This design comes from an exercise in tuning for small area, a short achievable clock period and few clock cycles per item on the open sky130 flow, not from production work. RTL that was checked went through simulation tests only; none was proved equivalent to the original. Function not checked in runs 1, 3 and 4: the RTL went through the layout flow alone. Power figures rest on the tool's default switching activity, not on a simulated workload.

<file path="flow/config.mk">
export PLATFORM = sky130hd
export DESIGN_NAME = status_led_animator
export DESIGN_NICKNAME = status_led_animator
export VERILOG_FILES = /design/flow/design.v
export SDC_FILE = /design/flow/constraint.sdc
export NUM_CORES = 4
export LEC_CHECK = 0
export CAP_MARGIN = 20
export CORE_MARGIN = 2
export CORE_UTILIZATION = 40
export PLACE_DENSITY = 0.6
export SLEW_MARGIN = 20
</file>
<file path="flow/constraint.sdc">
create_clock -name core_clock -period 7.5 [get_ports {clk}]
set_input_delay 1.5000 -clock core_clock [delete_from_list [all_inputs] [get_ports {clk}]]
set_output_delay 1.5000 -clock core_clock [all_outputs]
set_load 0.01 [all_outputs]
</file>
<file path="flow/design.v">
`timescale 1ns / 1ps
package sla_pkg;
  localparam int PULSE_PERIOD     = 1000;
  localparam int FADE_TICKS       = 3000;
  localparam int FLASH_STEP_TICKS = 150;
  localparam int FLASH_STEP_COUNT = 6;
  localparam logic [1:0] KIND_TICK  = 2'd0;
  localparam logic [1:0] KIND_SET   = 2'd1;
  localparam logic [1:0] KIND_FLASH = 2'd2;
  localparam logic [2:0] MODE_ALARM   = 3'd4;
  localparam logic [2:0] MODE_RECOVER = 3'd5;
  localparam logic [23:0] RST_STAND = 24'h0000FF;
  localparam logic [23:0] RST_SIT   = 24'h00FFFF;
  localparam logic [23:0] RST_WALK  = 24'h00FF00;
  localparam logic [23:0] RST_DIZZY = 24'hFFBF00;
  localparam logic [23:0] RST_ALARM = 24'hFF0000;
  localparam logic [23:0] RST_FLASH = 24'hA000FF;
endpackage
`timescale 1ns / 1ps
module sla_lane (
  input  logic       clk,
  input  logic       alarm,      
  input  logic       neg,        
  input  logic       step,       
  input  logic       ld_base,    
  input  logic       ld_f,       
  input  logic       ld_w,       
  input  logic [7:0] c,          
  input  logic [7:0] f,          
  input  logic [7:0] w,          
  output logic [7:0] q
);
  logic [7:0]  q_r;
  logic [13:0] r_r;
  logic [9:0]  c3;
  logic [5:0]  q0;
  logic [4:0]  m0;
  logic [13:0] r0;
  assign c3 = {2'b0, c} + {1'b0, c, 1'b0};
  assign q0 = 6'(c3 / 10'd20);
  assign m0 = 5'(c3 % 10'd20);
  assign r0 = 14'(m0) * 14'd500;
  logic [12:0] c17;
  logic signed [15:0] d, dd, dm, t, tm;
  logic signed [8:0] wf;
  assign c17 = {1'b0, c, 4'b0} + {5'b0, c};
  assign wf  = $signed({1'b0, w}) - $signed({1'b0, f});
  always_comb begin
    d  = alarm ? $signed({3'b0, c17}) : 16'(wf);
    dd = neg ? -d : d;
    dm = (alarm ? 16'sd10000 : 16'sd3000);
  end
  logic up;
  assign up = !dd[15];
  assign t  = $signed({2'b0, r_r}) + dd;
  assign tm = up ? (t - dm) : (t + dm);
  logic        adj;
  assign adj = up ? !tm[15] : t[15];
  always_ff @(posedge clk) begin
    if (ld_base) begin
      q_r <= {2'b0, q0};
      r_r <= r0;
    end else if (ld_f) begin
      q_r <= f;
      r_r <= '0;
    end else if (ld_w) begin
      q_r <= w;
      r_r <= '0;
    end else if (step) begin
      if (adj) begin
        q_r <= up ? q_r + 8'd1 : q_r - 8'd1;
        r_r <= 14'(tm);
      end else begin
        r_r <= 14'(t);
      end
    end
  end
  assign q = q_r;
endmodule
`timescale 1ns / 1ps
module status_led_animator (
  input  logic             clk,
  input  logic             rst_n,
  input  logic             in_valid,
  output logic             in_ready,
  input  logic [1:0]       in_kind,
  input  logic [2:0]       in_new_mode,
  output logic             out_valid,
  input  logic             out_ready,
  output logic             out_show,
  output logic [7:0]       out_red,
  output logic [7:0]       out_green,
  output logic [7:0]       out_blue,
  input  logic             cfg_we,
  input  logic [2:0]       cfg_index,
  input  logic [23:0]      cfg_wdata
);
  logic [23:0] col_r [6];
  always_ff @(posedge clk) begin
    if (!rst_n) begin
      col_r[0] <= sla_pkg::RST_STAND;
      col_r[1] <= sla_pkg::RST_SIT;
      col_r[2] <= sla_pkg::RST_WALK;
      col_r[3] <= sla_pkg::RST_DIZZY;
      col_r[4] <= sla_pkg::RST_ALARM;
      col_r[5] <= sla_pkg::RST_FLASH;
    end else if (cfg_we) begin
      for (int i = 0; i < 6; i++) begin
        if (cfg_index == 3'(i)) col_r[i] <= cfg_wdata;
      end
    end
  end
  logic       v0_r, v1_r, rdy_r;
  logic [4:0] e0_r, e1_r;
  logic       push, pop;
  assign push = in_valid && rdy_r;
  always_ff @(posedge clk) begin
    if (!rst_n) begin
      v0_r  <= 1'b0;
      v1_r  <= 1'b0;
      rdy_r <= 1'b0;
    end else begin
      if (pop) begin
        v0_r  <= v1_r || push;
        v1_r  <= v1_r && push;
        rdy_r <= 1'b1;
      end else begin
        v0_r  <= v0_r || push;
        v1_r  <= v1_r || (v0_r && push);
        rdy_r <= !(v1_r || (v0_r && push));
      end
    end
    if (pop) begin
      e0_r <= v1_r ? e1_r : {in_kind, in_new_mode};
      e1_r <= {in_kind, in_new_mode};
    end else begin
      if (!v0_r) e0_r <= {in_kind, in_new_mode};
      if (!v1_r) e1_r <= {in_kind, in_new_mode};
    end
  end
  assign in_ready = rdy_r;
  logic [2:0]  mode_r;
  logic [11:0] pos_r;       
  logic        fl_act_r;
  logic [2:0]  fl_step_r;
  logic [7:0]  fl_el_r;
  logic        cu_r;        
  logic [11:0] k_r;         
  logic        cu_neg_r;    
  logic        out_valid_r, show_r;
  logic [6:0]  sel_r;       
  logic [1:0]  kind;
  logic [2:0]  nm;
  assign kind = e0_r[4:3];
  assign nm   = e0_r[2:0];
  logic is_alarm, is_rec;
  assign is_alarm = (mode_r == sla_pkg::MODE_ALARM);
  assign is_rec   = (mode_r == sla_pkg::MODE_RECOVER);
  logic busy;
  assign busy = cu_r || (k_r != 12'd0);
  assign pop  = v0_r && !busy && (!out_valid_r || out_ready);
  logic tick, set_ok;
  assign tick   = (kind == sla_pkg::KIND_TICK);
  assign set_ok = (kind == sla_pkg::KIND_SET) && (nm <= 3'd5);
  logic       el_wrap, fl_end;
  logic [2:0] step_inc;
  assign el_wrap  = (fl_el_r == 8'(sla_pkg::FLASH_STEP_TICKS - 1));
  assign step_inc = fl_step_r + 3'd1;
  assign fl_end   = fl_act_r && el_wrap && (step_inc == 3'(sla_pkg::FLASH_STEP_COUNT));
  logic lane_alarm, lane_neg, lane_step, ld_base, ld_f, ld_w;
  logic tick_step;
  assign tick_step = is_alarm || (is_rec && pos_r != 12'(sla_pkg::FADE_TICKS));
  always_comb begin
    lane_alarm = is_alarm;
    lane_neg   = 1'b0;
    lane_step  = 1'b0;
    ld_base    = 1'b0;
    ld_f       = 1'b0;
    ld_w       = 1'b0;
    if (cu_r) begin
      ld_base = is_alarm;
      ld_f    = is_rec && (pos_r < 12'd1500);
      ld_w    = is_rec && (pos_r >= 12'd1500);
    end else if (k_r != 12'd0) begin
      lane_step = 1'b1;
      lane_neg  = cu_neg_r;
    end else if (pop) begin
      if (set_ok) begin
        lane_alarm = (nm == sla_pkg::MODE_ALARM);
        ld_base    = (nm == sla_pkg::MODE_ALARM);
        ld_f       = (nm == sla_pkg::MODE_RECOVER);
      end else if (tick) begin
        lane_step = tick_step;
        lane_neg  = is_alarm && (pos_r >= 12'd500);
      end
    end
  end
  logic [7:0] lane_q [3];
  for (genvar i = 0; i < 3; i++) begin : g_lane
    sla_lane u_lane (
      .clk     (clk),
      .alarm   (lane_alarm),
      .neg     (lane_neg),
      .step    (lane_step),
      .ld_base (ld_base),
      .ld_f    (ld_f),
      .ld_w    (ld_w),
      .c       (col_r[4][8*i +: 8]),
      .f       (col_r[3][8*i +: 8]),
      .w       (col_r[2][8*i +: 8]),
      .q       (lane_q[i])
    );
  end
  always_ff @(posedge clk) begin
    if (!rst_n) begin
      mode_r      <= 3'd0;
      pos_r       <= '0;
      fl_act_r    <= 1'b0;
      fl_step_r   <= '0;
      fl_el_r     <= '0;
      cu_r        <= 1'b0;
      k_r         <= '0;
      cu_neg_r    <= 1'b0;
      out_valid_r <= 1'b0;
      show_r      <= 1'b0;
      sel_r       <= '0;
    end else begin
      cu_r <= cfg_we;
      if (cu_r) begin
        cu_neg_r <= pos_r >= 12'd1500;
        if (is_alarm)
          k_r <= (pos_r <= 12'd500) ? pos_r : 12'd1000 - pos_r;
        else if (is_rec)
          k_r <= (pos_r < 12'd1500) ? pos_r : 12'(sla_pkg::FADE_TICKS) - pos_r;
        else
          k_r <= '0;
      end else if (k_r != 12'd0) begin
        k_r <= k_r - 12'd1;
      end
      if (pop) begin
        out_valid_r <= 1'b1;
        show_r      <= 1'b0;
        sel_r       <= '0;
        case (kind)
          sla_pkg::KIND_SET: begin
            if (set_ok) begin
              mode_r <= nm;
              pos_r  <= '0;
              if (nm <= 3'd3) begin
                show_r      <= 1'b1;
                sel_r[nm]   <= 1'b1;
              end
            end
          end
          sla_pkg::KIND_FLASH: begin
            fl_act_r  <= 1'b1;
            fl_step_r <= '0;
            fl_el_r   <= '0;
          end
          sla_pkg::KIND_TICK: begin
            if (is_alarm)
              pos_r <= (pos_r == 12'(sla_pkg::PULSE_PERIOD - 1)) ? '0 : pos_r + 12'd1;
            else if (pos_r != 12'(sla_pkg::FADE_TICKS))
              pos_r <= pos_r + 12'd1;
            if (fl_act_r) begin
              fl_el_r <= el_wrap ? 8'd0 : fl_el_r + 8'd1;
              if (el_wrap) begin
                fl_step_r <= step_inc;
                if (fl_end) fl_act_r <= 1'b0;
              end
            end
            if (fl_act_r && !fl_end) begin
              show_r <= 1'b1;
              sel_r[5] <= !(el_wrap ? step_inc[0] : fl_step_r[0]);
            end else if (is_alarm || is_rec) begin
              show_r   <= 1'b1;
              sel_r[6] <= 1'b1;
            end else if (fl_end && mode_r <= 3'd3) begin
              show_r           <= 1'b1;
              sel_r[mode_r[1:0]] <= 1'b1;
            end
          end
          default: ;
        endcase
      end else if (out_ready) begin
        out_valid_r <= 1'b0;
      end
    end
  end
  logic [23:0] rgb;
  always_comb begin
    rgb = '0;
    for (int i = 0; i < 6; i++) begin
      rgb = rgb | (col_r[i] & {24{sel_r[i]}});
    end
    rgb = rgb | ({lane_q[2], lane_q[1], lane_q[0]} & {24{sel_r[6]}});
  end
  assign out_valid = out_valid_r;
  assign out_show  = show_r;
  assign out_red   = rgb[23:16];
  assign out_green = rgb[15:8];
  assign out_blue  = rgb[7:0];
endmodule
</file>
<file path="flow/run.sh">
#!/bin/bash
# synth_recipe.tcl (not shown) runs the flow's synth.tcl, then flattens the netlist and writes it again
# the make line also repeats each setting of config.mk as NAME=value (left out here)
make -C /OpenROAD-flow-scripts/flow DESIGN_CONFIG=/design/flow/config.mk WORK_HOME=/design/flow/orfs CLKGATE_MAP_FILE= SYNTH_SCRIPT=/design/flow/synth_recipe.tcl finish
</file>
==> out/qor.txt, run 1 <==
Outcome - finished clean
Seq. cell area - 6060 µm²
Hold violation count in the final report - 0
CTS Buf Count - 34
Clock tree sinks - 273
Syn Area/Cell - 7.81 µm²
WHS Path Cells - 2
Top-count cell post-synth - nand2_1
Kind of critical path - reg2reg
Synth warn - 5
Startpoint Class - flop
Synth top cells by count - nand2_1, a21oi_1, nor2_1, ha_1, dfxtp_1
Gate power share - 67.0%
WP data required - 7.76 ns
Met1 Use GR - 34.9%
Cell depth of the worst setup path - 37
Ys flop type - dfxtp_1
Area leader, netlist - dfxtp_1
Final TNS setup - 0 ns
RSZ-0062 raised after global routing - true
Clock skew - 0.0185 ns
Gpl congestion - 0.899
Drt drc - 0
PD cells - 382 nW/µm²
Number of DRC markers in iteration 0 - 2,165
Met3 Use GR - 4.31%
Final core utilization - 49.4%
CP Buf/Inv Count - 8
Drt wl/cell - 18.2 µm
Fin crit share - 97.0%
Hold Crit Class - reg2reg
# diodes - 0
Worst setup EP type - flop
DRT Pass-1 Iters - 6
Fin. max-slew vios - 0
Synth top area cells - dfxtp_1, ha_1, edfxtp_1, nand2_1, a21oi_1
IO Pins - 64
Port Buf Inserts - 63
First-pass GRT wire length - 126 mm
Initial antenna violation count - 0
Share of cells above drive strength 1 - 16.4%
DIE WIDTH - 256 µm
P_int - 0.00708 W
Die ar. - 65,500 µm²
Post-Route WL - 80.5 mm
CORE AREA - 63,000 µm²
Starting Density - 40.3%
Multi-input gate area - 18,700 µm²
Arrival @ worst endpoint - 7.53 ns
Lkg Pwr - 13.1 nW
# setup viols final - 0
Worst-skew pair later-pin latency - 0.55 ns
Fillers - 6,119
Worst Tran Pin Value - 1.21 ns
FF-to-FF setup slack - 0.23 ns
Root buffer cell - clkbuf_16
HPWL reported at the end of detailed placement - 60.1 mm
Vias in the first global route - 22,700
Die H - 256 µm
Cell Area, Synth - 25,400 µm²
CTS H-tree lvls - 2
Clk slew on worst S/H paths - 0.06 ns
Max_slew headroom - 19.4%
Most Crowded Layer GR - met2
Count of nets after finishing - 3,893
Post-synth EDFFs - 59
Slowest cell on crit path - or4_4
Net Sw Frac - 40.4%
Most used cell, CP - a21oi_2
Distinct cells, synth - 97
Clock Path Buffers - 3
Final min period - 7.27 ns
Power consumption - 0.0119 W
Post-Syn Nets - 3,588
Top cell type's share of synthesized area - 16.9%
Gate Count Post-Synth - 3,254
Hold_buf cts - 0
Detail Route Antenna Nets - 0
FMAX - 137 MHz
Critical path's top delay family - compound AO/OA/AOI/OAI gates
Max VDD drop - 381 µV
Async S/R FF share, synth - 0%
Sequential Power Share - 18.4%
Largest net degree at the start of global routing - 86
Vias - 24,900
Clock share of power - 14.6%
Max incr delay on CP - 0.47 ns
Crit Path Max Fanout - 7
Row Count - 92
Vias per inst - 5.63
Register area share after synthesis - 23.8%
Net Sw Power - 0.00480 W
Met2 Usage GRT - 35.6%
Max-Cap Viols - 0
Path depth of the worst reg2reg path - 37
Total grt overflow - 0
CTS tree - built
Yosys reg bits - 273
GRT Util Overall - 23.6%
Area Overhead vs Synth - 22.5%
layout make-up:
type | count | area share [%]
flip-flops and latches | 273 | 19.5
clock inverters | 9 | 0.205
well taps | 846 | 3.40
multi-input cells | 2650 | 60.0
repair buffers | 431 | 11.2
inverters | 169 | 2.07
clock buffers | 53 | 3.63
worst reg2reg max path, delay by kind of cell, from the launching register on:
family	cells	cell delay, ns
xor gates and xnor gates	1	0.16
AOI/OAI and AO/OA	13	2.34
and+or+nand+nor	11	1.91
DFF	1	0.32
adders and majority gates	4	1.09
buffers and inverters	8	1.16
power groups by stage:
stage                     Clock, W  Sequential (W)  Combinational (W)
after floorplan                  0         0.00209            0.00509
after global placement           0         0.00221            0.00746
after detailed placement         0         0.00220            0.00753
after CTS                  0.00177         0.00218            0.00758
after global routing       0.00182         0.00221            0.00885
final                      0.00174         0.00219            0.00795
placed cells by master (no fill, tap or decap), types with 17 or more instances in the layout:
cell and instances:
nand2_1 442, xor2_1 57, nand4_1 17, clkdlybuf4s50_1 61, a22oi_1 53, mux2i_1 37, nor2_1 242, nand3_1 121
o22ai_1 30, inv_1 165, a222oi_1 24, nor2b_1 21, clkbuf_16 42, buf_4 357, fa_1 45, o211ai_1 41
a21oi_2 25, o21bai_1 36, o21a_1 27, dfxtp_1 208, a31oi_1 26, a21o_1 69, or2_2 19, edfxtp_1 59
o21ai_0 133, and2_1 25, xnor2_1 161, a21oi_1 279, and3_1 19, a211oi_1 52, nor3_1 74, ha_1 245
per-layer routing:
layer / vias to the layer above / share of wire, %
li1: 12400 / -
met1: 11700 / 48
met2: 772 / 42
met3: 104 / 7.2
met4: 0 / 2.0
met5: - / 0
logic make-up after synthesis:
| family | count (synthesis) | synth area share [%] |
|---|---|---|
| DFF | 273 | 23.8 |
| xor gates and xnor gates | 224 | 7.78 |
| buffers and inverters | 332 | 5.07 |
| adders and majority gates | 299 | 16.1 |
| and+or+nand+nor | 1098 | 19.7 |
| AOI/OAI and AO/OA | 974 | 25.3 |
| muxes | 54 | 2.21 |
what timing repair did:
item,4_1_cts,5_1_grt
setup endpoints to repair,28,57
cloned,0,3
gates resized for setup,2,108
pin swaps,1,53
setup buffers,0,21
stage by stage:
stage / cells / cell area (µm²) / setup WS, ns / hold slack [ns]
after floorplan: 3254 / 25600 / -0.372 / 0.436
after global placement: 4345 / 29300 / -0.703 / 0.442
after detailed placement: 4345 / 29300 / -0.746 / 0.447
after CTS: 4407 / 30500 / 0.00458 / 0.455
after global routing: 4431 / 31100 / -0.149 / 0.469
final: 4431 / 31100 / 0.227 / 0.455
sequential cells by signal, indices dropped and copies added, names as in the netlist:
name               flops
mode_r                 3
col_r                144
e0_r                   5
g_lane.u_lane.r_r     42
cu_neg_r               1
rdy_r                  1
k_r                   12
sel_r                  7
v0_r                   1
cu_r                   1
fl_el_r                8
v1_r                   1
fl_step_r              3
pos_r                 12
out_valid_r            1
fl_act_r               1
e1_r                   5
show_r                 1
g_lane.u_lane.q_r     24
worst paths after layout:
kind	start	end
setup / recovery	k_r[1]	g_lane[0].u_lane.q_r[5]
hold / removal	col_r[0][13]	col_r[0][13]
setup reg to reg	k_r[1]	g_lane[0].u_lane.q_r[5]
hold reg to reg	col_r[0][13]	col_r[0][13]
==> run 2, diff against run 1 <==
--- a/flow/design.v
+++ b/flow/design.v
@@ -19,60 +19,343 @@
 `timescale 1ns / 1ps
 module sla_lane (
   input  logic       clk,
-  input  logic       alarm,      
-  input  logic       neg,        
-  input  logic       step,       
-  input  logic       ld_base,    
-  input  logic       ld_f,       
-  input  logic       ld_w,       
-  input  logic [7:0] c,          
-  input  logic [7:0] f,          
-  input  logic [7:0] w,          
+  input  logic       alarm,
+  input  logic       neg,
+  input  logic       step,
+  input  logic       ld_base,
+  input  logic       ld_f,
+  input  logic       ld_w,
+  input  logic [7:0] c,
+  input  logic [7:0] f,
+  input  logic [7:0] w,
   output logic [7:0] q
 );
   logic [7:0]  q_r;
   logic [13:0] r_r;
-  logic [9:0]  c3;
   logic [5:0]  q0;
   logic [4:0]  m0;
   logic [13:0] r0;
-  assign c3 = {2'b0, c} + {1'b0, c, 1'b0};
-  assign q0 = 6'(c3 / 10'd20);
-  assign m0 = 5'(c3 % 10'd20);
-  assign r0 = 14'(m0) * 14'd500;
+  logic [10:0] b;
+  always_comb begin
+    case (c)
+      8'd0: b = {6'd0, 5'd0};
+      8'd1: b = {6'd0, 5'd3};
+      8'd2: b = {6'd0, 5'd6};
+      8'd3: b = {6'd0, 5'd9};
+      8'd4: b = {6'd0, 5'd12};
+      8'd5: b = {6'd0, 5'd15};
+      8'd6: b = {6'd0, 5'd18};
+      8'd7: b = {6'd1, 5'd1};
+      8'd8: b = {6'd1, 5'd4};
+      8'd9: b = {6'd1, 5'd7};
+      8'd10: b = {6'd1, 5'd10};
+      8'd11: b = {6'd1, 5'd13};
+      8'd12: b = {6'd1, 5'd16};
+      8'd13: b = {6'd1, 5'd19};
+      8'd14: b = {6'd2, 5'd2};
+      8'd15: b = {6'd2, 5'd5};
+      8'd16: b = {6'd2, 5'd8};
+      8'd17: b = {6'd2, 5'd11};
+      8'd18: b = {6'd2, 5'd14};
+      8'd19: b = {6'd2, 5'd17};
+      8'd20: b = {6'd3, 5'd0};
+      8'd21: b = {6'd3, 5'd3};
+      8'd22: b = {6'd3, 5'd6};
+      8'd23: b = {6'd3, 5'd9};
+      8'd24: b = {6'd3, 5'd12};
+      8'd25: b = {6'd3, 5'd15};
+      8'd26: b = {6'd3, 5'd18};
+      8'd27: b = {6'd4, 5'd1};
+      8'd28: b = {6'd4, 5'd4};
+      8'd29: b = {6'd4, 5'd7};
+      8'd30: b = {6'd4, 5'd10};
+      8'd31: b = {6'd4, 5'd13};
+      8'd32: b = {6'd4, 5'd16};
+      8'd33: b = {6'd4, 5'd19};
+      8'd34: b = {6'd5, 5'd2};
+      8'd35: b = {6'd5, 5'd5};
+      8'd36: b = {6'd5, 5'd8};
+      8'd37: b = {6'd5, 5'd11};
+      8'd38: b = {6'd5, 5'd14};
+      8'd39: b = {6'd5, 5'd17};
+      8'd40: b = {6'd6, 5'd0};
+      8'd41: b = {6'd6, 5'd3};
+      8'd42: b = {6'd6, 5'd6};
+      8'd43: b = {6'd6, 5'd9};
+      8'd44: b = {6'd6, 5'd12};
+      8'd45: b = {6'd6, 5'd15};
+      8'd46: b = {6'd6, 5'd18};
+      8'd47: b = {6'd7, 5'd1};
+      8'd48: b = {6'd7, 5'd4};
+      8'd49: b = {6'd7, 5'd7};
+      8'd50: b = {6'd7, 5'd10};
+      8'd51: b = {6'd7, 5'd13};
+      8'd52: b = {6'd7, 5'd16};
+      8'd53: b = {6'd7, 5'd19};
+      8'd54: b = {6'd8, 5'd2};
+      8'd55: b = {6'd8, 5'd5};
+      8'd56: b = {6'd8, 5'd8};
+      8'd57: b = {6'd8, 5'd11};
+      8'd58: b = {6'd8, 5'd14};
+      8'd59: b = {6'd8, 5'd17};
+      8'd60: b = {6'd9, 5'd0};
+      8'd61: b = {6'd9, 5'd3};
+      8'd62: b = {6'd9, 5'd6};
+      8'd63: b = {6'd9, 5'd9};
+      8'd64: b = {6'd9, 5'd12};
+      8'd65: b = {6'd9, 5'd15};
+      8'd66: b = {6'd9, 5'd18};
+      8'd67: b = {6'd10, 5'd1};
+      8'd68: b = {6'd10, 5'd4};
+      8'd69: b = {6'd10, 5'd7};
+      8'd70: b = {6'd10, 5'd10};
+      8'd71: b = {6'd10, 5'd13};
+      8'd72: b = {6'd10, 5'd16};
+      8'd73: b = {6'd10, 5'd19};
+      8'd74: b = {6'd11, 5'd2};
+      8'd75: b = {6'd11, 5'd5};
+      8'd76: b = {6'd11, 5'd8};
+      8'd77: b = {6'd11, 5'd11};
+      8'd78: b = {6'd11, 5'd14};
+      8'd79: b = {6'd11, 5'd17};
+      8'd80: b = {6'd12, 5'd0};
+      8'd81: b = {6'd12, 5'd3};
+      8'd82: b = {6'd12, 5'd6};
+      8'd83: b = {6'd12, 5'd9};
+      8'd84: b = {6'd12, 5'd12};
+      8'd85: b = {6'd12, 5'd15};
+      8'd86: b = {6'd12, 5'd18};
+      8'd87: b = {6'd13, 5'd1};
+      8'd88: b = {6'd13, 5'd4};
+      8'd89: b = {6'd13, 5'd7};
+      8'd90: b = {6'd13, 5'd10};
+      8'd91: b = {6'd13, 5'd13};
+      8'd92: b = {6'd13, 5'd16};
+      8'd93: b = {6'd13, 5'd19};
+      8'd94: b = {6'd14, 5'd2};
+      8'd95: b = {6'd14, 5'd5};
+      8'd96: b = {6'd14, 5'd8};
+      8'd97: b = {6'd14, 5'd11};
+      8'd98: b = {6'd14, 5'd14};
+      8'd99: b = {6'd14, 5'd17};
+      8'd100: b = {6'd15, 5'd0};
+      8'd101: b = {6'd15, 5'd3};
+      8'd102: b = {6'd15, 5'd6};
+      8'd103: b = {6'd15, 5'd9};
+      8'd104: b = {6'd15, 5'd12};
+      8'd105: b = {6'd15, 5'd15};
+      8'd106: b = {6'd15, 5'd18};
+      8'd107: b = {6'd16, 5'd1};
+      8'd108: b = {6'd16, 5'd4};
+      8'd109: b = {6'd16, 5'd7};
+      8'd110: b = {6'd16, 5'd10};
+      8'd111: b = {6'd16, 5'd13};
+      8'd112: b = {6'd16, 5'd16};
+      8'd113: b = {6'd16, 5'd19};
+      8'd114: b = {6'd17, 5'd2};
+      8'd115: b = {6'd17, 5'd5};
+      8'd116: b = {6'd17, 5'd8};
+      8'd117: b = {6'd17, 5'd11};
+      8'd118: b = {6'd17, 5'd14};
+      8'd119: b = {6'd17, 5'd17};
+      8'd120: b = {6'd18, 5'd0};
+      8'd121: b = {6'd18, 5'd3};
+      8'd122: b = {6'd18, 5'd6};
+      8'd123: b = {6'd18, 5'd9};
+      8'd124: b = {6'd18, 5'd12};
+      8'd125: b = {6'd18, 5'd15};
+      8'd126: b = {6'd18, 5'd18};
+      8'd127: b = {6'd19, 5'd1};
+      8'd128: b = {6'd19, 5'd4};
+      8'd129: b = {6'd19, 5'd7};
+      8'd130: b = {6'd19, 5'd10};
+      8'd131: b = {6'd19, 5'd13};
+      8'd132: b = {6'd19, 5'd16};
+      8'd133: b = {6'd19, 5'd19};
+      8'd134: b = {6'd20, 5'd2};
+      8'd135: b = {6'd20, 5'd5};
+      8'd136: b = {6'd20, 5'd8};
+      8'd137: b = {6'd20, 5'd11};
+      8'd138: b = {6'd20, 5'd14};
+      8'd139: b = {6'd20, 5'd17};
+      8'd140: b = {6'd21, 5'd0};
+      8'd141: b = {6'd21, 5'd3};
+      8'd142: b = {6'd21, 5'd6};
+      8'd143: b = {6'd21, 5'd9};
+      8'd144: b = {6'd21, 5'd12};
+      8'd145: b = {6'd21, 5'd15};
+      8'd146: b = {6'd21, 5'd18};
+      8'd147: b = {6'd22, 5'd1};
+      8'd148: b = {6'd22, 5'd4};
+      8'd149: b = {6'd22, 5'd7};
+      8'd150: b = {6'd22, 5'd10};
+      8'd151: b = {6'd22, 5'd13};
+      8'd152: b = {6'd22, 5'd16};
+      8'd153: b = {6'd22, 5'd19};
+      8'd154: b = {6'd23, 5'd2};
+      8'd155: b = {6'd23, 5'd5};
+      8'd156: b = {6'd23, 5'd8};
+      8'd157: b = {6'd23, 5'd11};
+      8'd158: b = {6'd23, 5'd14};
+      8'd159: b = {6'd23, 5'd17};
+      8'd160: b = {6'd24, 5'd0};
+      8'd161: b = {6'd24, 5'd3};
+      8'd162: b = {6'd24, 5'd6};
+      8'd163: b = {6'd24, 5'd9};
+      8'd164: b = {6'd24, 5'd12};
+      8'd165: b = {6'd24, 5'd15};
+      8'd166: b = {6'd24, 5'd18};
+      8'd167: b = {6'd25, 5'd1};
+      8'd168: b = {6'd25, 5'd4};
+      8'd169: b = {6'd25, 5'd7};
+      8'd170: b = {6'd25, 5'd10};
+      8'd171: b = {6'd25, 5'd13};
+      8'd172: b = {6'd25, 5'd16};
+      8'd173: b = {6'd25, 5'd19};
+      8'd174: b = {6'd26, 5'd2};
+      8'd175: b = {6'd26, 5'd5};
+      8'd176: b = {6'd26, 5'd8};
+      8'd177: b = {6'd26, 5'd11};
+      8'd178: b = {6'd26, 5'd14};
+      8'd179: b = {6'd26, 5'd17};
+      8'd180: b = {6'd27, 5'd0};
+      8'd181: b = {6'd27, 5'd3};
+      8'd182: b = {6'd27, 5'd6};
+      8'd183: b = {6'd27, 5'd9};
+      8'd184: b = {6'd27, 5'd12};
+      8'd185: b = {6'd27, 5'd15};
+      8'd186: b = {6'd27, 5'd18};
+      8'd187: b = {6'd28, 5'd1};
+      8'd188: b = {6'd28, 5'd4};
+      8'd189: b = {6'd28, 5'd7};
+      8'd190: b = {6'd28, 5'd10};
+      8'd191: b = {6'd28, 5'd13};
+      8'd192: b = {6'd28, 5'd16};
+      8'd193: b = {6'd28, 5'd19};
+      8'd194: b = {6'd29, 5'd2};
+      8'd195: b = {6'd29, 5'd5};
+      8'd196: b = {6'd29, 5'd8};
+      8'd197: b = {6'd29, 5'd11};
+      8'd198: b = {6'd29, 5'd14};
+      8'd199: b = {6'd29, 5'd17};
+      8'd200: b = {6'd30, 5'd0};
+      8'd201: b = {6'd30, 5'd3};
+      8'd202: b = {6'd30, 5'd6};
+      8'd203: b = {6'd30, 5'd9};
+      8'd204: b = {6'd30, 5'd12};
+      8'd205: b = {6'd30, 5'd15};
+      8'd206: b = {6'd30, 5'd18};
+      8'd207: b = {6'd31, 5'd1};
+      8'd208: b = {6'd31, 5'd4};
+      8'd209: b = {6'd31, 5'd7};
+      8'd210: b = {6'd31, 5'd10};
+      8'd211: b = {6'd31, 5'd13};
+      8'd212: b = {6'd31, 5'd16};
+      8'd213: b = {6'd31, 5'd19};
+      8'd214: b = {6'd32, 5'd2};
+      8'd215: b = {6'd32, 5'd5};
+      8'd216: b = {6'd32, 5'd8};
+      8'd217: b = {6'd32, 5'd11};
+      8'd218: b = {6'd32, 5'd14};
+      8'd219: b = {6'd32, 5'd17};
+      8'd220: b = {6'd33, 5'd0};
+      8'd221: b = {6'd33, 5'd3};
+      8'd222: b = {6'd33, 5'd6};
+      8'd223: b = {6'd33, 5'd9};
+      8'd224: b = {6'd33, 5'd12};
+      8'd225: b = {6'd33, 5'd15};
+      8'd226: b = {6'd33, 5'd18};
+      8'd227: b = {6'd34, 5'd1};
+      8'd228: b = {6'd34, 5'd4};
+      8'd229: b = {6'd34, 5'd7};
+      8'd230: b = {6'd34, 5'd10};
+      8'd231: b = {6'd34, 5'd13};
+      8'd232: b = {6'd34, 5'd16};
+      8'd233: b = {6'd34, 5'd19};
+      8'd234: b = {6'd35, 5'd2};
+      8'd235: b = {6'd35, 5'd5};
+      8'd236: b = {6'd35, 5'd8};
+      8'd237: b = {6'd35, 5'd11};
+      8'd238: b = {6'd35, 5'd14};
+      8'd239: b = {6'd35, 5'd17};
+      8'd240: b = {6'd36, 5'd0};
+      8'd241: b = {6'd36, 5'd3};
+      8'd242: b = {6'd36, 5'd6};
+      8'd243: b = {6'd36, 5'd9};
+      8'd244: b = {6'd36, 5'd12};
+      8'd245: b = {6'd36, 5'd15};
+      8'd246: b = {6'd36, 5'd18};
+      8'd247: b = {6'd37, 5'd1};
+      8'd248: b = {6'd37, 5'd4};
+      8'd249: b = {6'd37, 5'd7};
+      8'd250: b = {6'd37, 5'd10};
+      8'd251: b = {6'd37, 5'd13};
+      8'd252: b = {6'd37, 5'd16};
+      8'd253: b = {6'd37, 5'd19};
+      8'd254: b = {6'd38, 5'd2};
+      8'd255: b = {6'd38, 5'd5};
+      default: b = '0;
+    endcase
+  end
+  assign q0 = b[10:5];
+  assign m0 = b[4:0];
+  always_comb begin
+    case (m0)
+      5'd0: r0 = 14'd0;
+      5'd1: r0 = 14'd500;
+      5'd2: r0 = 14'd1000;
+      5'd3: r0 = 14'd1500;
+      5'd4: r0 = 14'd2000;
+      5'd5: r0 = 14'd2500;
+      5'd6: r0 = 14'd3000;
+      5'd7: r0 = 14'd3500;
+      5'd8: r0 = 14'd4000;
+      5'd9: r0 = 14'd4500;
+      5'd10: r0 = 14'd5000;
+      5'd11: r0 = 14'd5500;
+      5'd12: r0 = 14'd6000;
+      5'd13: r0 = 14'd6500;
+      5'd14: r0 = 14'd7000;
+      5'd15: r0 = 14'd7500;
+      5'd16: r0 = 14'd8000;
+      5'd17: r0 = 14'd8500;
+      5'd18: r0 = 14'd9000;
+      5'd19: r0 = 14'd9500;
+      default: r0 = '0;
+    endcase
+  end
   logic [12:0] c17;
-  logic signed [15:0] d, dd, dm, t, tm;
-  logic signed [8:0] wf;
+  logic [8:0]  wf;
+  logic [15:0] d, t, k, tm;
+  logic        up, adj, sgn;
   assign c17 = {1'b0, c, 4'b0} + {5'b0, c};
-  assign wf  = $signed({1'b0, w}) - $signed({1'b0, f});
+  assign wf  = {1'b0, w} - {1'b0, f};
+  assign d   = alarm ? {3'b0, c17} : {{7{wf[8]}}, wf};
+  assign sgn = alarm ? 1'b0 : wf[8];
+  assign up  = !(sgn ^ neg);
+  logic [16:0] tt;
+  assign tt  = {2'b0, r_r, 1'b1} + {d ^ {16{neg}}, neg};
+  assign t   = tt[16:1];
   always_comb begin
-    d  = alarm ? $signed({3'b0, c17}) : 16'(wf);
-    dd = neg ? -d : d;
-    dm = (alarm ? 16'sd10000 : 16'sd3000);
+    case ({alarm, up})
+      2'b11: k = -16'sd10000;
+      2'b10: k =  16'sd10000;
+      2'b01: k = -16'sd3000;
+      default: k = 16'sd3000;
+    endcase
   end
-  logic up;
-  assign up = !dd[15];
-  assign t  = $signed({2'b0, r_r}) + dd;
-  assign tm = up ? (t - dm) : (t + dm);
-  logic        adj;
+  assign tm  = t + k;
   assign adj = up ? !tm[15] : t[15];
   always_ff @(posedge clk) begin
     if (ld_base) begin
       q_r <= {2'b0, q0};
       r_r <= r0;
-    end else if (ld_f) begin
-      q_r <= f;
-      r_r <= '0;
-    end else if (ld_w) begin
-      q_r <= w;
+    end else if (ld_f || ld_w) begin
+      q_r <= ld_f ? f : w;
       r_r <= '0;
     end else if (step) begin
-      if (adj) begin
-        q_r <= up ? q_r + 8'd1 : q_r - 8'd1;
-        r_r <= 14'(tm);
-      end else begin
-        r_r <= 14'(t);
-      end
+      q_r <= q_r + {{7{adj & !up}}, adj};
+      r_r <= adj ? tm[13:0] : t[13:0];
     end
   end
   assign q = q_r;
--- a/flow/config.mk
+++ b/flow/config.mk
@@ -7,6 +7,6 @@
 export LEC_CHECK = 0
 export CAP_MARGIN = 20
 export CORE_MARGIN = 2
-export CORE_UTILIZATION = 40
-export PLACE_DENSITY = 0.6
+export CORE_UTILIZATION = 55
+export PLACE_DENSITY = 0.7
 export SLEW_MARGIN = 20
==> out/qor.txt, run 2 <==
Worst setup EP type - flop
Max incr delay on CP - 0.37 ns (-0.10 ns)
Arrival @ worst endpoint - 7.97 ns (+0.44 ns)
Finished Layout Cells - 4,168 (-5.9%)
Number of DRC markers in iteration 0 - 2,893 (+34%)
Power consumption - 0.0120 W (+0.63%)
Initial antenna violation count - 2 (+2)
Synth top area cells - dfxtp_1, ha_1, edfxtp_1, nand2_1, a21oi_1
IO Pins - 64 (unchanged)
Max VDD drop - 430 µV (+13%)
Critical path's top delay family - compound AO/OA/AOI/OAI gates
Clock tree sinks - 306 (+12%)
Worst-skew pair later-pin latency - 0.58 ns (+0.03 ns)
Post-Syn Nets - 3,543 (-1.3%)
Distinct cells, synth - 94 (-3.1%)
Top cell type's share of synthesized area - 19.2% (+2.3 points)
Clock Path Buffers - 3 (unchanged)
Drt drc - 0 (unchanged)
Startpoint Class - input pin
Register area share after synthesis - 27.0% (+3.1 points)
Row Count - 78 (-15%)
Xor/xnor share of the synthesized area - 6.86% (-0.92 points)
Yosys reg bits - 306 (+12%)
Post-synthesis mux area share - 3.74% (+1.5 points)
Outcome - complete, but fails checks
HPWL reported at the end of detailed placement - 60.5 mm (+0.75%)
Main combinational cell family by area after synthesis - compound AO/OA/AOI/OAI gates
P_int - 0.00715 W (+0.94%)
Starting Density - 55.6% (+15 points)
Die H - 218 µm (-15%)
Sequential Power Share - 20.4% (+2.0 points)
Vias - 26,300 (+5.6%)
Max_slew headroom - 16.6% (-2.8 points)
Fillers - 3,701 (-40%)
Compound-Gate Fraction of Synth Area - 24.6% (-0.72 points)
Ys flop type - dfxtp_1
Worst Tran Pin Value - 1.25 ns (+0.0425 ns)
PnR worst setup slack - -0.0492 ns (-0.276 ns)
Total grt overflow - 0 (unchanged)
DIE WIDTH - 218 µm (-15%)
RSZ-0062 raised after global routing - true
Drt wl/cell - 20.7 µm (+14%)
Post-synthesis adder-cell area fraction - 12.3% (-3.9 points)
Area leader, netlist - dfxtp_1
GRT Util Overall - 35.4% (+12 points)
First-pass GRT wire length - 135 mm (+6.6%)
# setup viols final - 1 (+1)
CTS tree - built
WHS Path Cells - 2 (unchanged)
Port Buf Inserts - 63 (unchanged)
CP Buf/Inv Count - 7 (-1)
Gpl congestion - 0.980 (+9.0%)
Die ar. - 47,400 µm² (-28%)
Detail Route Antenna Nets - 0 (unchanged)
Commonest non-fill, non-tap cell in the layout - nand2_1
Crit Path Max Fanout - 7 (unchanged)
Final min period - 7.55 ns (+0.276 ns)
Hold_buf cts - 0 (unchanged)
Cell depth of the worst setup path - 38 (+2.7%)
Hold Crit Class - reg2reg
FMAX - 132 MHz (-3.7%)
Slowest cell on crit path - fa_2
CORE AREA - 45,200 µm² (-28%)
WP data required - 7.92 ns (+0.16 ns)
Placed insts - 4,042 (-7.0%)
Post-synth EDFFs - 65 (+10%)
Largest net degree at the start of global routing - 88 (+2.3%)
Gate power share - 63.4% (-3.6 points)
Count of nets after finishing - 3,815 (-2.0%)
Clk slew on worst S/H paths - 0.06 ns (about the same)
Clock share of power - 16.1% (+1.5 points)
Path depth of the worst reg2reg path - 37 (unchanged)
Vias per inst - 6.32 (+12%)
Cell Area, Synth - 25,100 µm² (-1.2%)
Area Overhead vs Synth - 22.4%
Layout violations - negative setup slack
Max-Cap Viols - 0 (unchanged)
Synth Area in Simple Gates - 20.3% (+0.65 points)
Kind of critical path - in2reg
CTS Buf Count - 37 (+8.8%)
Max reg flops - 144 (unchanged)
Gate Count Post-Synth - 3,267 (+0.40%)
Vias in the first global route - 24,900 (+9.8%)
DRT Pass-1 Iters - 6 (unchanged)
Fin crit share - 101% (+3.7 points)
Post-Route WL - 86.1 mm (+7.0%)
Root buffer cell - clkbuf_16
PD cells - 389 nW/µm² (+1.9%)
CTS H-tree lvls - 2 (unchanged)
Top-count cell post-synth - nand2_1
Async S/R FF share, synth - 0% (unchanged)
Hold violation count in the final report - 0 (unchanged)
Net Sw Power - 0.00481 W (+0.18%)
Clock skew - 0.0358 ns (+0.0173 ns)
Net Sw Frac - 40.2% (-0.18 points)
Syn Area/Cell - 7.69 µm² (-1.5%)
Lkg Pwr - 13.0 nW (-1.2%)
Commonest non-fill, non-tap cells in the layout - nand2_1, buf_4, nor2_1, a21oi_1, dfxtp_1
Synth top cells by count - nand2_1, nor2_1, a21oi_1, dfxtp_1, ha_1
Fin. max-slew vios - 0 (unchanged)
Share of cells above drive strength 1 - 17.9% (+1.5 points)
Synth warn - 5 (unchanged)
# diodes - 0 (unchanged)
Biggest register - col_r
run 2: path summary, 6_finish.rpt:
path / start / slack, ns / endpoint
worst max register to register: k_r[5] / -0.04 / g_lane[0].u_lane.q_r[6]
worst min-delay path: col_r[1][20] / 0.46 / col_r[1][20]
worst min register to register: col_r[1][20] / 0.46 / col_r[1][20]
worst max-delay path: out_ready / -0.05 / g_lane[0].u_lane.q_r[6]
run 2: worst register-to-register path: cells and delay by family (launching register included):
family                   cells  cell delay (ns)
AO/OA/AOI/OAI               14             2.81
AND/OR/NAND/NOR              8             1.61
adder cells (fa/ha/maj)      4             1.01
buffers and inverters        6             0.64
XOR/XNOR                     4             0.60
flip-flops                   1             0.35
multiplexers                 1             0.35
run 2: layer usage:
metal  vias up  GRT usage (%)  part of all wire (%)
met4         4           13.6                   3.8
met3       227           6.51                    10
li1      12300              -                     -
met5         -              0                 0.027
met1     12400           48.3                    42
met2      1438           55.6                    44
run 2: area by class of cell:
type	instances	area, µm²	share of cell area (%)
multi-input cells	2620	17800	57.9
flip-flops and latches	306	6780	22.1
repair buffers	437	3580	11.7
clock buffers	53	1140	3.72
well taps	600	751	2.44
inverters	137	523	1.70
clock inverters	15	159	0.517
run 2: power groups by stage:
| stage | combinational [W] | clock [W] | sequential, W |
|---|---|---|---|
| 5_1_grt | 0.00821 | 0.00200 | 0.00246 |
| 2_1_floorplan | 0.00428 | 0 | 0.00237 |
| 3_5_place_dp | 0.00659 | 0 | 0.00246 |
| 3_3_place_gp | 0.00637 | 0 | 0.00245 |
| 6_report | 0.00758 | 0.00193 | 0.00244 |
| 4_1_cts | 0.00703 | 0.00194 | 0.00243 |
run 2: kinds of logic (layout without fill, tap and decap cells):
| kind of cell | after synthesis | in the layout |
|---|---|---|
| DFF | 306 | 306 |
| xor gates and xnor gates | 192 | 192 |
| and+or+nand+nor | 1150 | 1150 |
| adders and majority gates | 239 | 239 |
| muxes | 84 | 84 |
| AOI/OAI and AO/OA | 955 | 955 |
| buffers and inverters | 341 | 642 |
run 2: timing repair:
| item | 4_1_cts | 5_1_grt |
|---|---|---|
| gates cloned | 3 | 0 |
| pin swaps | 78 | 78 |
| setup endpoints to repair | 18 | 21 |
| setup buffers | 38 | 18 |
| resized for setup | 69 | 80 |
run 2: through the flow:
step,TNS [ns],area (µm²),hold WS [ns],worst slack [ns],util (%)
2_1_floorplan,-2.59,25300,0.436,-0.420,-
3_3_place_gp,-14.22,28300,0.442,-0.959,62.6
3_5_place_dp,-22.32,28300,0.447,-1.15,62.6
4_1_cts,0,30200,0.454,0.0609,66.9
5_1_grt,-1.78,30700,0.473,-0.356,68.0
6_report,-0.0492,30700,0.457,-0.0492,68.0
Testbench counts of run 2, summed over its fixed seeds: cycles 32,016, items 32,000.
==> run 3, diff against run 2 <==
--- a/flow/design.v
+++ b/flow/design.v
@@ -19,23 +19,21 @@
 `timescale 1ns / 1ps
 module sla_lane (
   input  logic       clk,
-  input  logic       alarm,
-  input  logic       neg,
-  input  logic       step,
-  input  logic       ld_base,
-  input  logic       ld_f,
-  input  logic       ld_w,
-  input  logic [7:0] c,
-  input  logic [7:0] f,
-  input  logic [7:0] w,
+  input  logic       alarm,      
+  input  logic       neg,        
+  input  logic       step,       
+  input  logic       ld_base,    
+  input  logic       ld_f,       
+  input  logic       ld_w,       
+  input  logic [7:0] c,          
+  input  logic [7:0] f,          
+  input  logic [7:0] w,          
   output logic [7:0] q
 );
   logic [7:0]  q_r;
   logic [13:0] r_r;
-  logic [5:0]  q0;
-  logic [4:0]  m0;
-  logic [13:0] r0;
   logic [10:0] b;
+  logic [13:0] r0;
   always_comb begin
     case (c)
       8'd0: b = {6'd0, 5'd0};
@@ -297,10 +295,8 @@
       default: b = '0;
     endcase
   end
-  assign q0 = b[10:5];
-  assign m0 = b[4:0];
   always_comb begin
-    case (m0)
+    case (b[4:0])
       5'd0: r0 = 14'd0;
       5'd1: r0 = 14'd500;
       5'd2: r0 = 14'd1000;
@@ -324,37 +320,41 @@
       default: r0 = '0;
     endcase
   end
-  logic [12:0] c17;
-  logic [8:0]  wf;
-  logic [15:0] d, t, k, tm;
-  logic        up, adj, sgn;
-  assign c17 = {1'b0, c, 4'b0} + {5'b0, c};
-  assign wf  = {1'b0, w} - {1'b0, f};
-  assign d   = alarm ? {3'b0, c17} : {{7{wf[8]}}, wf};
-  assign sgn = alarm ? 1'b0 : wf[8];
-  assign up  = !(sgn ^ neg);
-  logic [16:0] tt;
-  assign tt  = {2'b0, r_r, 1'b1} + {d ^ {16{neg}}, neg};
-  assign t   = tt[16:1];
+  logic [11:0] p;
+  logic [7:0]  s;
+  logic [15:0] x, y, t, tm, k;
+  logic [1:0]  ci;
+  assign p  = alarm ? {c, 4'b0} : {4'b0, w};
+  assign s  = alarm ? c : f;
+  assign x  = neg ? ~{4'b0, p} : {4'b0, p};
+  assign y  = (alarm ^ neg) ? {8'b0, s} : ~{8'b0, s};
+  assign ci = alarm ? {neg, 1'b0} : 2'b01;
+  logic up;
+  assign up = alarm ? !neg : ((w >= f) ^ neg);
   always_comb begin
     case ({alarm, up})
-      2'b11: k = -16'sd10000;
-      2'b10: k =  16'sd10000;
-      2'b01: k = -16'sd3000;
-      default: k = 16'sd3000;
+      2'b11:   k = 16'd55536;    
+      2'b10:   k = 16'd10000;
+      2'b01:   k = 16'd62536;    
+      default: k = 16'd3000;
     endcase
   end
-  assign tm  = t + k;
+  assign t  = {2'b0, r_r} + x + y + 16'(ci);
+  assign tm = {2'b0, r_r} + x + y + 16'(ci) + k;
+  logic adj;
   assign adj = up ? !tm[15] : t[15];
+  logic [7:0] qi, qd;
+  assign qi = q_r + 8'd1;
+  assign qd = q_r - 8'd1;
   always_ff @(posedge clk) begin
     if (ld_base) begin
-      q_r <= {2'b0, q0};
+      q_r <= {2'b0, b[10:5]};
       r_r <= r0;
     end else if (ld_f || ld_w) begin
       q_r <= ld_f ? f : w;
       r_r <= '0;
     end else if (step) begin
-      q_r <= q_r + {{7{adj & !up}}, adj};
+      if (adj) q_r <= up ? qi : qd;
       r_r <= adj ? tm[13:0] : t[13:0];
     end
   end
@@ -415,19 +415,22 @@
     end
     if (pop) begin
       e0_r <= v1_r ? e1_r : {in_kind, in_new_mode};
-      e1_r <= {in_kind, in_new_mode};
-    end else begin
-      if (!v0_r) e0_r <= {in_kind, in_new_mode};
-      if (!v1_r) e1_r <= {in_kind, in_new_mode};
+    end else if (!v0_r) begin
+      e0_r <= {in_kind, in_new_mode};
     end
+    if (!v1_r) e1_r <= {in_kind, in_new_mode};
   end
   assign in_ready = rdy_r;
   logic [2:0]  mode_r;
+  logic        alarm_r;     
+  logic        rec_r;       
   logic [11:0] pos_r;       
+  logic        dn_r;        
   logic        fl_act_r;
   logic [2:0]  fl_step_r;
   logic [7:0]  fl_el_r;
   logic        cu_r;        
+  logic        busy_r;      
   logic [11:0] k_r;         
   logic        cu_neg_r;    
   logic        out_valid_r, show_r;
@@ -436,12 +439,7 @@
   logic [2:0]  nm;
   assign kind = e0_r[4:3];
   assign nm   = e0_r[2:0];
-  logic is_alarm, is_rec;
-  assign is_alarm = (mode_r == sla_pkg::MODE_ALARM);
-  assign is_rec   = (mode_r == sla_pkg::MODE_RECOVER);
-  logic busy;
-  assign busy = cu_r || (k_r != 12'd0);
-  assign pop  = v0_r && !busy && (!out_valid_r || out_ready);
+  assign pop = v0_r && !cu_r && !busy_r && (!out_valid_r || out_ready);
   logic tick, set_ok;
   assign tick   = (kind == sla_pkg::KIND_TICK);
   assign set_ok = (kind == sla_pkg::KIND_SET) && (nm <= 3'd5);
@@ -450,39 +448,20 @@
   assign el_wrap  = (fl_el_r == 8'(sla_pkg::FLASH_STEP_TICKS - 1));
   assign step_inc = fl_step_r + 3'd1;
   assign fl_end   = fl_act_r && el_wrap && (step_inc == 3'(sla_pkg::FLASH_STEP_COUNT));
-  logic lane_alarm, lane_neg, lane_step, ld_base, ld_f, ld_w;
-  logic tick_step;
-  assign tick_step = is_alarm || (is_rec && pos_r != 12'(sla_pkg::FADE_TICKS));
-  always_comb begin
-    lane_alarm = is_alarm;
-    lane_neg   = 1'b0;
-    lane_step  = 1'b0;
-    ld_base    = 1'b0;
-    ld_f       = 1'b0;
-    ld_w       = 1'b0;
-    if (cu_r) begin
-      ld_base = is_alarm;
-      ld_f    = is_rec && (pos_r < 12'd1500);
-      ld_w    = is_rec && (pos_r >= 12'd1500);
-    end else if (k_r != 12'd0) begin
-      lane_step = 1'b1;
-      lane_neg  = cu_neg_r;
-    end else if (pop) begin
-      if (set_ok) begin
-        lane_alarm = (nm == sla_pkg::MODE_ALARM);
-        ld_base    = (nm == sla_pkg::MODE_ALARM);
-        ld_f       = (nm == sla_pkg::MODE_RECOVER);
-      end else if (tick) begin
-        lane_step = tick_step;
-        lane_neg  = is_alarm && (pos_r >= 12'd500);
-      end
-    end
-  end
+  logic sat;
+  assign sat = (pos_r == 12'(sla_pkg::FADE_TICKS));
+  logic lane_step, ld_base, ld_f, ld_w, lane_neg;
+  assign lane_neg  = busy_r ? cu_neg_r : dn_r;
+  assign lane_step = busy_r || (pop && tick && (alarm_r || (rec_r && !sat)));
+  assign ld_base   = (cu_r && alarm_r) || (pop && set_ok && nm == sla_pkg::MODE_ALARM);
+  assign ld_f      = (cu_r && rec_r && pos_r < 12'd1500) ||
+                     (pop && set_ok && nm == sla_pkg::MODE_RECOVER);
+  assign ld_w      = cu_r && rec_r && pos_r >= 12'd1500;
   logic [7:0] lane_q [3];
   for (genvar i = 0; i < 3; i++) begin : g_lane
     sla_lane u_lane (
       .clk     (clk),
-      .alarm   (lane_alarm),
+      .alarm   (alarm_r),
       .neg     (lane_neg),
       .step    (lane_step),
       .ld_base (ld_base),
@@ -494,14 +473,27 @@
       .q       (lane_q[i])
     );
   end
+  logic [11:0] k_init;
+  always_comb begin
+    if (alarm_r)
+      k_init = dn_r ? 12'd1000 - pos_r : pos_r;
+    else if (rec_r)
+      k_init = (pos_r < 12'd1500) ? pos_r : 12'(sla_pkg::FADE_TICKS) - pos_r;
+    else
+      k_init = '0;
+  end
   always_ff @(posedge clk) begin
     if (!rst_n) begin
       mode_r      <= 3'd0;
+      alarm_r     <= 1'b0;
+      rec_r       <= 1'b0;
       pos_r       <= '0;
+      dn_r        <= 1'b0;
       fl_act_r    <= 1'b0;
       fl_step_r   <= '0;
       fl_el_r     <= '0;
       cu_r        <= 1'b0;
+      busy_r      <= 1'b0;
       k_r         <= '0;
       cu_neg_r    <= 1'b0;
       out_valid_r <= 1'b0;
@@ -510,15 +502,12 @@
     end else begin
       cu_r <= cfg_we;
       if (cu_r) begin
-        cu_neg_r <= pos_r >= 12'd1500;
-        if (is_alarm)
-          k_r <= (pos_r <= 12'd500) ? pos_r : 12'd1000 - pos_r;
-        else if (is_rec)
-          k_r <= (pos_r < 12'd1500) ? pos_r : 12'(sla_pkg::FADE_TICKS) - pos_r;
-        else
-          k_r <= '0;
-      end else if (k_r != 12'd0) begin
-        k_r <= k_r - 12'd1;
+        cu_neg_r <= !alarm_r && pos_r >= 12'd1500;
+        k_r      <= k_init;
+        busy_r   <= (k_init != 12'd0);
+      end else if (busy_r) begin
+        k_r    <= k_r - 12'd1;
+        busy_r <= (k_r != 12'd1);
       end
       if (pop) begin
         out_valid_r <= 1'b1;
@@ -527,11 +516,14 @@
         case (kind)
           sla_pkg::KIND_SET: begin
             if (set_ok) begin
-              mode_r <= nm;
-              pos_r  <= '0;
+              mode_r  <= nm;
+              alarm_r <= (nm == sla_pkg::MODE_ALARM);
+              rec_r   <= (nm == sla_pkg::MODE_RECOVER);
+              pos_r   <= '0;
+              dn_r    <= 1'b0;
               if (nm <= 3'd3) begin
-                show_r      <= 1'b1;
-                sel_r[nm]   <= 1'b1;
+                show_r    <= 1'b1;
+                sel_r[nm] <= 1'b1;
               end
             end
           end
@@ -541,10 +533,17 @@
             fl_el_r   <= '0;
           end
           sla_pkg::KIND_TICK: begin
-            if (is_alarm)
-              pos_r <= (pos_r == 12'(sla_pkg::PULSE_PERIOD - 1)) ? '0 : pos_r + 12'd1;
-            else if (pos_r != 12'(sla_pkg::FADE_TICKS))
+            if (alarm_r) begin
+              if (pos_r == 12'(sla_pkg::PULSE_PERIOD - 1)) begin
+                pos_r <= '0;
+                dn_r  <= 1'b0;
+              end else begin
+                pos_r <= pos_r + 12'd1;
+                if (pos_r == 12'(sla_pkg::PULSE_PERIOD / 2 - 1)) dn_r <= 1'b1;
+              end
+            end else if (!sat) begin
               pos_r <= pos_r + 12'd1;
+            end
             if (fl_act_r) begin
               fl_el_r <= el_wrap ? 8'd0 : fl_el_r + 8'd1;
               if (el_wrap) begin
@@ -555,11 +554,11 @@
             if (fl_act_r && !fl_end) begin
               show_r <= 1'b1;
               sel_r[5] <= !(el_wrap ? step_inc[0] : fl_step_r[0]);
-            end else if (is_alarm || is_rec) begin
+            end else if (alarm_r || rec_r) begin
               show_r   <= 1'b1;
               sel_r[6] <= 1'b1;
             end else if (fl_end && mode_r <= 3'd3) begin
-              show_r           <= 1'b1;
+              show_r             <= 1'b1;
               sel_r[mode_r[1:0]] <= 1'b1;
             end
           end
--- a/flow/config.mk
+++ b/flow/config.mk
@@ -7,6 +7,7 @@
 export LEC_CHECK = 0
 export CAP_MARGIN = 20
 export CORE_MARGIN = 2
-export CORE_UTILIZATION = 55
-export PLACE_DENSITY = 0.7
+export CORE_UTILIZATION = 60
+export PLACE_DENSITY = 0.75
+export SETUP_SLACK_MARGIN = 3.0
 export SLEW_MARGIN = 20
==> out/qor.txt, run 3 <==
Synth warn - 5 (unchanged)
Hold Path End - mode_r[2]
Hold violation count in the final report - 0 (unchanged)
Post-synth EDFFs - 65 (unchanged)
Vias in the first global route - 23,200 (-7.1%)
Die ar. - 44,300 µm² (-6.5%)
CTS H-tree lvls - 2 (unchanged)
Max reg flops - 144 (unchanged)
Root buffer cell - clkbuf_16
Starting Density - 60.8% (+5.3 points)
Total grt overflow - 0 (unchanged)
Drt drc - 0 (unchanged)
Worst-skew pair later-pin latency - 0.58 ns (about the same)
DIE WIDTH - 210 µm (-3.3%)
Post-Route WL - 80.6 mm (-6.4%)
HPWL reported at the end of detailed placement - 56.7 mm (-6.3%)
CTS tree - built
Syn Area/Cell - 7.95 µm² (+3.4%)
RSZ-0062 raised after global routing - true
Area leader, netlist - dfxtp_1
Lkg Pwr - 11.8 nW (-9.2%)
Vias - 24,800 (-5.8%)
FF-to-FF setup slack - 1.28 ns (+1.32 ns)
Row Count - 75 (-3.8%)
Initial antenna violation count - 2 (unchanged)
Top-count cell post-synth - nand2_1
Die H - 210 µm (-3.3%)
Final min period - 6.22 ns (-1.33 ns)
Worst Tran Pin Value - 1.21 ns (-0.0355 ns)
Fin. max-slew vios - 0 (unchanged)
Critical Path Source - busy_r
Number of DRC markers in iteration 0 - 3,103 (+7.3%)
# setup viols final - 0 (-1)
Reg-to-reg critical path startpoint - busy_r
Vias per inst - 6.54 (+3.4%)
Synth top area cells - dfxtp_1, ha_1, edfxtp_1, nand2_1, a21oi_1
Startpoint Class - flop
Clock tree sinks - 310 (+1.3%)
Biggest register - col_r
Port Buf Inserts - 63 (unchanged)
Arrival @ worst endpoint - 6.51 ns (-1.46 ns)
FMAX - 161 MHz (+21%)
PD cells - 432 nW/µm² (+11%)
CORE AREA - 42,000 µm² (-7.0%)
Clk slew on worst S/H paths - 0.06 ns (about the same)
Max-Cap Viols - 0 (unchanged)
DRT Pass-1 Iters - 8 (+2)
Critical path's top delay family - adder cells
Worst setup EP type - flop
WP data required - 7.78 ns (-0.14 ns)
Drt wl/cell - 21.2 µm (+2.8%)
Largest net degree at the start of global routing - 96 (+9.1%)
Most used cell, CP - buf_4
Distinct cells, synth - 89 (-5.3%)
Ys flop type - dfxtp_1
Commonest non-fill, non-tap cell in the layout - nand2_1
Synth top cells by count - nand2_1, a21oi_1, ha_1, dfxtp_1, nor2_1
Power consumption - 0.0125 W (+4.6%)
Outcome - finished clean
CTS Buf Count - 35 (-5.4%)
First-pass GRT wire length - 127 mm (-6.0%)
Async S/R FF share, synth - 0% (unchanged)
Post-Syn Nets - 3,539 (-0.11%)
Kind of critical path - reg2reg
Commonest non-fill, non-tap cells in the layout - nand2_1, a21oi_1, dfxtp_1, ha_1, nor2_1
WHS Path Cells - 2 (unchanged)
IO Pins - 64 (unchanged)
Reg-to-Reg End - g_lane[1].u_lane.r_r[12]
Path depth of the worst reg2reg path - 28 (-24%)
Area Overhead vs Synth - 13.1%
Gpl congestion - 0.972 (-0.79%)
Detail Route Antenna Nets - 0 (unchanged)
Count of nets after finishing - 3,551 (-6.9%)
Max incr delay on CP - 0.55 ns (+0.18 ns)
Share of cells above drive strength 1 - 10.9% (-7.0 points)
Hold Crit Class - reg2reg
Yosys reg bits - 310 (+1.3%)
Cell Area, Synth - 25,600 µm² (+1.9%)
Gate Count Post-Synth - 3,217 (-1.5%)
Hold_sp - mode_r[2]
Clock skew - 0.0219 ns (-0.0140 ns)
Slowest cell on crit path - fa_2
Max VDD drop - 557 µV (+30%)
Crit Path Max Fanout - 6 (-1)
Clock Path Buffers - 3 (unchanged)
Fin crit share - 82.9% (-18 points)
GRT Util Overall - 35.4% (about the same)
Register area share after synthesis - 26.8% (-0.18 points)
Max_slew headroom - 19.0% (+2.4 points)
Final TNS setup - 0 ns (+0.0492 ns)
CP Buf/Inv Count - 8 (+1)
Top cell type's share of synthesized area - 19.2% (-0.038 points)
==> run 3: cell types whose count changed in the layout (fill, tap and decap cells not counted), moves of 18 or more <==
cell     delta
buf_4     -277
nor2_1     -43
mux2i_1    +39
ha_1       +25
fa_1       +21
o21ai_0    -21
nand3_1    -18
==> run 3: what timing repair did <==
action / 4_1_cts / 5_1_grt
hold buffers: 0 / 0
pin swaps: 55 / 36
buffers inserted: 56 / 13
gates cloned: 4 / 1
setup endpoints to repair: 111 / 77
gates resized for setup: 99 / 62
==> run 3: kinds of logic after synthesis <==
group / Yosys count / share of synthesized area, %
buffers and inverters: 353 / 5.38
AOI/OAI and AO/OA: 861 / 21.8
xor gates and xnor gates: 196 / 6.89
muxes: 130 / 5.39
DFF: 310 / 26.8
and+or+nand+nor: 1082 / 18.8
adders and majority gates: 285 / 15.0
==> run 3: routing by layer <==
metal / vias to the layer above / GRT usage (%) / wire [µm]
li1: 11500 / - / -
met1: 11800 / 50.7 / 34700
met2: 1283 / 54.4 / 35300
met3: 169 / 5.97 / 8340
met4: 2 / 11.5 / 2280
met5: - / 0 / 12
==> run 3: how the worst max path moves through the flow <==
stage	to	slack [ns]	depth (start not counted)
floorplan	g_lane[2].u_lane.r_r[7]	1.14	29
global route	g_lane[2].u_lane.r_r[5]	1.10	28
CTS	g_lane[0].u_lane.r_r[7]	1.43	27
finish	g_lane[1].u_lane.r_r[12]	1.28	28
detailed placement	g_lane[1].u_lane.q_r[4]	0.84	23
global placement	g_lane[1].u_lane.q_r[0]	1.03	23
==> run 3: final cells by class <==
type	count	area [µm²]
Sequential cell	310	6870
Clock buffer	49	1040
Timing Repair inverter	4	22.5
Multi-Input combinational cell	2554	18000
Tap cell	539	674
Antenna cell	1	2.50
Clock inverter	15	138
Timing Repair Buffer	172	1580
Inverter	152	612
Fill cell	3460	13100
==> run 3: power by group <==
group	switching, W	internal, W	total [W]
logic	0.00432	0.00402	0.00834
registers	0.000188	0.00219	0.00238
clock network	0.000769	0.00102	0.00179
total	0.00528	0.00722	0.0125
==> run 3: worst min-delay path: stages (launching register included) <==
cell     delay [ns]
dfxtp_1        0.31
nand2_1        0.05
a21oi_1        0.05
==> run 3: metrics by stage <==
step           cells  hold WS, ns  area (µm²)  setup slack [ns]  utilization [%]
2_1_floorplan   3217        0.431       25800              1.14                -
3_3_place_gp    3657        0.441       26500              1.03             63.1
3_5_place_dp    3657        0.443       26500             0.845             63.1
4_1_cts         3781        0.452       28600              1.43             67.9
5_1_grt         3796        0.474       28900              1.10             68.8
6_report        3796        0.451       28900              1.28             68.8
==> run 4, diff against run 3 <==
==> flow/flow/run.sh (new file) <==
#!/bin/bash
# The standard layout, with Yosys's full-adder extraction switched off so
# that ABC maps the adders itself (the registers are the same as the
# standard synthesis gives). Everything else is ORFS's default flow.
set -euo pipefail
bash standard.sh ADDER_MAP_FILE= finish > orfs_make.log 2>&1
==> flow/standard.sh (new file) <==
#!/bin/bash
# synth_recipe.tcl (not shown) runs the flow's synth.tcl, then flattens the netlist and writes it again
# the make line also repeats each setting of config.mk as NAME=value (left out here)
make -C /OpenROAD-flow-scripts/flow DESIGN_CONFIG=/design/flow/config.mk WORK_HOME=/design/flow/orfs CLKGATE_MAP_FILE= SYNTH_SCRIPT=/design/flow/synth_recipe.tcl "${@:-finish}"
removed: flow/run.sh
==> out/qor.txt, run 4 <==
Largest net degree at the start of global routing - 67 (-30%)
Clock tree sinks - 310 (unchanged)
# setup viols final - 0 (unchanged)
CTS tree - built
Register area share after synthesis - 25.9% (-0.96 points)
Die H - 214 µm (+1.8%)
CTS Buf Count - 37 (+5.7%)
Syn Area/Cell - 7.18 µm² (-9.7%)
Max_slew headroom - 20.3% (+1.3 points)
First-pass GRT wire length - 147 mm (+16%)
Drt drc - 0 (unchanged)
Worst-skew pair later-pin latency - 0.59 ns (about the same)
Top-count cell post-synth - nand2_1
Ys flop type - dfxtp_1
Outcome - finished clean
Cell Area, Synth - 26,500 µm² (+3.7%)
Cell depth of the worst setup path - 22 (-21%)
GRT Util Overall - 38.9% (+3.5 points)
Arrival @ worst endpoint - 5.52 ns (-0.99 ns)
Port Buf Inserts - 63 (unchanged)
WHS Path Cells - 2 (unchanged)
Top cell type's share of synthesized area - 18.5% (-0.68 points)
Distinct cells, synth - 119 (+34%)
Fin crit share - 69.5% (-13 points)
Path depth of the worst reg2reg path - 22 (-21%)
Hold_sp - col_r[5][12]
Gate Count Post-Synth - 3,696 (+15%)
Finished Layout Cells - 4,383 (+15%)
Crit Path Max Fanout - 7 (+1)
Fin. max-slew vios - 0 (unchanged)
Max incr delay on CP - 0.56 ns (about the same)
Commonest non-fill, non-tap cell in the layout - nand2_1
Final min period - 5.21 ns (-1.01 ns)
Clk slew on worst S/H paths - 0.06 ns (about the same)
Post-synth EDFFs - 65 (unchanged)
Biggest register - col_r
Vias per inst - 6.80 (+4.0%)
Startpoint Class - flop
RSZ-0062 raised after global routing - true
Area leader, netlist - dfxtp_1
WP data required - 7.81 ns (+0.03 ns)
Synth top area cells - dfxtp_1, nand2_1, xnor2_1, edfxtp_1, o21ai_0
Total grt overflow - 0 (unchanged)
Clock skew - 0.0194 ns (-0.00251 ns)
Worst Tran Pin Value - 1.19 ns (-0.0218 ns)
Initial antenna violation count - 3 (+1)
Post-Layout Inst Area - 32,300 µm² (+12%)
Detail Route Antenna Nets - 0 (unchanged)
PnR worst setup slack - 2.29 ns (+1.01 ns)
Clock Path Buffers - 3 (unchanged)
Kind of critical path - reg2reg
Fillers - 3,318 (-4.1%)
DIE WIDTH - 214 µm (+1.8%)
Hold_buf cts - 0 (unchanged)
Critical path's top delay family - compound AO/OA/AOI/OAI gates
Pre-CTS WS - 1.52 ns (+0.678 ns)
Final core utilization - 73.5% (+4.7 points)
Lkg Pwr - 12.0 nW (+2.0%)
Hold violation count in the final report - 0 (unchanged)
Placed insts - 4,119 (+13%)
Vias in the first global route - 27,400 (+18%)
Number of DRC markers in iteration 0 - 4,571 (+47%)
Area Overhead vs Synth - 21.8%
Most used cell, CP - buf_4
CORE AREA - 43,900 µm² (+4.5%)
DRT Pass-1 Iters - 8 (unchanged)
Max VDD drop - 560 µV (+0.49%)
Share of cells above drive strength 1 - 18.9% (+8.1 points)
Row Count - 77 (+2.7%)
Drt wl/cell - 22.3 µm (+4.9%)
Synth top cells by count - nand2_1, nor2_1, o21ai_0, a21oi_1, dfxtp_1
[run 4: cell count changes in the layout (fill, tap and decap cells not counted), sizes merged, moves of 67 or more]
cell    previous run  this run
xnor2            149       231
o21ai            168       307
ha               249         0
nand2            479       607
a21boi            16        83
buf              110       237
nor2             241       332
inv              143        73
[run 4: per-stage QoR]
step,hold WS [ns],total power (W)
after floorplan,0.434,0.00629
after global placement,0.449,0.00698
after detailed placement,0.455,0.00714
after CTS,0.467,0.0108
after global routing,0.487,0.0128
final,0.466,0.0123
[run 4: logic make-up (layout without fill, tap and decap cells)]
group,Yosys count,in the layout,share of synthesized area (%)
adder cells (fa/ha/maj),21,21,0.816
AND/OR/NAND/NOR,1467,1470,25.5
buffers and inverters,372,460,5.77
multiplexers,93,94,3.88
XOR/XNOR,316,316,10.5
AO/OA/AOI/OAI,1117,1119,27.6
flip-flops,310,310,25.9
other,0,1,0
[run 4: metal layers]
layer	vias up	GRT usage, %	part of all wire [%]
met4	2	19.0	5.5
met5	-	0	0.0051
met2	2051	60.8	44
li1	13400	-	-
met3	453	7.06	12
met1	13900	52.0	39
[run 4: timing repair]
action | 4_1_cts | 5_1_grt
gates resized for setup | 284 | 140
setup endpoints to repair | 147 | 126
buffers inserted | 134 | 48
cloned | 10 | 3
pin swaps | 125 | 99
[run 4: tightest hold or removal path: stages (launching register included)]
cell and delay, ns:
dfxtp_1 0.31, nand2_1 0.05, a21boi_0 0.06
[run 4: power breakdown]
| group | total (W) | internal (W) | switching [W] |
|---|---|---|---|
| logic | 0.00809 | 0.00379 | 0.00430 |
| clock network | 0.00188 | 0.00107 | 0.000807 |
| registers | 0.00228 | 0.00205 | 0.000236 |
| total | 0.0123 | 0.00691 | 0.00535 |
[run 4: layout make-up]
cell class,instances,area [µm²],area share (%)
timing repair inverter,3,15.0,0.0465
inverter,86,397,1.23
sequential,310,6880,21.3
multi-input combinational,3020,20200,62.5
antenna,1,2.50,0.00775
clock buffer,50,1060,3.27
clock inverter,18,183,0.566
timing repair buffer,303,2840,8.78
tap,592,741,2.29
[run 4: path summary, 6_finish.rpt]
kind                                   end  slack [ns]
setup / recovery  g_lane[1].u_lane.r_r[11]        2.29
hold / removal                col_r[5][12]        0.47
setup reg to reg  g_lane[1].u_lane.r_r[11]        2.29
hold reg to reg               col_r[5][12]        0.47

Setup slack of run 4, layout unchanged: 2.288 ns with ideal ports, 2.288 ns with driving cells assumed (clock clkbuf_16, inputs buf_2), 2.288 ns with port delays also shifted by the 0.643 ns mid clock arrival.
